From an optimization exercise on the open Yosys and OpenROAD flow, aimed at small area and a short achievable clock period; shortcuts taken in it are not production practice. The RTL was checked by simulation tests, not by an equivalence proof against the original design. Power and IR drop assume default switching activity.

Setup of run a:
==> flow/design.v (excerpt) <==
module decode_stage #(
  parameter int XLEN  = 32,
  parameter int NREGS = 32
) (
  input  logic            clk,
  input  logic            rst,
  input  logic            in_valid,
  output logic            in_ready,
  input  logic [31:0]     in_instr,
  input  logic [XLEN-1:0] in_pc,
  input  logic            flush,
  input  logic            wb_en,
  input  logic [4:0]      wb_rd,
  input  logic [XLEN-1:0] wb_data,
  output logic            out_valid,
  input  logic            out_ready,
  output logic [XLEN-1:0] out_pc,
  output logic [XLEN-1:0] out_rs1_data,
  output logic [XLEN-1:0] out_rs2_data,
  output logic [XLEN-1:0] out_imm,
  output logic [4:0]      out_rs1,
  output logic [4:0]      out_rs2,
  output logic [4:0]      out_rd,
  output logic [3:0]      out_alu_ctrl,
  output logic            out_mul_en,
  output logic            out_branch,
  output logic            out_mem_read,
  output logic            out_mem_to_reg,
  output logic            out_mem_write,
  output logic            out_alu_src,
  output logic            out_reg_write,
  output logic            out_illegal,
  output logic [1:0]      out_jump
);
  localparam int F_U = 0;    
  localparam int F_J = 1;    
  localparam int F_I = 2;    
  localparam int F_B = 3;    
  localparam int F_S = 4;    
  logic [6:0]        opcode, funct7;
  logic [2:0]        funct3;
  logic              use_rs1, use_rs2, use_rd, known;
  logic [4:0]        fmt;
  decode_pkg::ctrl_t ctrl;
  assign opcode = in_instr[6:0];
  assign funct3 = in_instr[14:12];
  assign funct7 = in_instr[31:25];
  always_comb begin
    ctrl    = '0;
    fmt     = '0;
    use_rs1 = 1'b0;
    use_rs2 = 1'b0;
    use_rd  = 1'b0;
    known   = 1'b1;
    case (opcode)
      decode_pkg::OP_LUI, decode_pkg::OP_AUIPC: begin
        fmt[F_U] = 1'b1;
        use_rd = 1'b1; ctrl.alu_src = 1'b1; ctrl.reg_write = 1'b1;
      end
      decode_pkg::OP_JAL: begin
        fmt[F_J] = 1'b1;
        use_rd = 1'b1; ctrl.alu_src = 1'b1; ctrl.reg_write = 1'b1; ctrl.jump = decode_pkg::JUMP_JAL;
      end
      decode_pkg::OP_JALR: begin
        fmt[F_I] = 1'b1;
        use_rs1 = 1'b1; use_rd = 1'b1;
  ...
export LEC_CHECK = 0
export CAP_MARGIN = 20
export CORE_MARGIN = 2
export CORE_UTILIZATION = 50
export SETUP_SLACK_MARGIN = 2.75
export SLEW_MARGIN = 20
export SYNTH_HIERARCHICAL = 1
export SYNTH_MINIMUM_KEEP_SIZE = 0
create_clock -name core_clock -period 6.0 [get_ports {clk}]
standard.sh (not shown) runs the stock make flow with config.mk's settings and CLKGATE_MAP_FILE= SYNTH_SCRIPT=/design/flow/synth_recipe.tcl, a recipe that flattens the netlist after the stock synthesis.
==> flow/flow/run.sh <==
#!/bin/bash
# The standard layout (standard.sh, unchanged synthesis) with three extra make settings:
#  - port buffers are plain buf_1 cells instead of the delay buffer buffer_ports picks on its own;
#  - the resizer may change a cell's footprint (sky130hd's config restricts it to the same one);
#  - clock tree synthesis clusters up to 25 sinks within 80 um per leaf buffer and inserts no
#    dummy loads.
# make's full output goes to flow_make.log here; each ORFS step logs under orfs/logs/.
set -uo pipefail
bash standard.sh \
  MATCH_CELL_FOOTPRINT=0 \
  "BUFFER_PORTS_ARGS=-buffer_cell sky130_fd_sc_hd__buf_1" \
  "CTS_ARGS=-sink_clustering_enable -repair_clock_nets -sink_clustering_size 25 -sink_clustering_max_diameter 80 -dont_use_dummy_load" \
  finish > flow_make.log 2>&1
status=$?
tail -20 flow_make.log
exit $status
> inputs changed (run a -> run b)
Settings: a change of CORE_UTILIZATION from 50 to 45.
==> comparison <==
Final hold slack: run b vs run a, no meaningful difference
Overall power consumption of run b is on par with run a.
wb_rd[1] as the startpoint of the worst setup timing path was reported by run b, and wb_rd[3] by run a.
Run b vs. run a: post-route fraction of the period consumed by the critical path down 0.34 points; met2 global-route usage fell 4.4 points; tapcell count now larger; total detailed-routing wirelength dropped 1.5%; die extent in x +about 5.3%.
Diff run b..run a | cell area | negligible

## what the ideal ports hide
Ports are ideal in the flow. The routed layouts listed here were re-timed in OpenROAD. Step 1 assumes that a clkbuf_16 drives the clock port and a buf_2 every other input. Step 2 adds t to the input delays and takes it off the output delays; t is the mean of the earliest and latest rising clock arrival at the registers after step 1. Input paths then give back, and output paths get back, about the clock's delay inside the block. Slacks: ideal / step 1 / step 2; pairs: ideal / step 1.
run	shift t [ns]	setup WS [ns]	hold WS [ns]	latest minus earliest clock arrival (ns)	worst slew at a driven data input, ns
run a	0.740	2.559 / 2.510 / 1.770	0.466 / 0.466 / 0.466	0.055 / 0.055	0.17
run b	0.730	2.580 / 2.541 / 1.858	0.466 / 0.466 / 0.466	0.081 / 0.082	0.16
After both steps every run listed still meets setup and hold. For run a, which loses most, drivers alone change the setup slack by -0.049 ns; drivers and shift together by -0.789 ns.
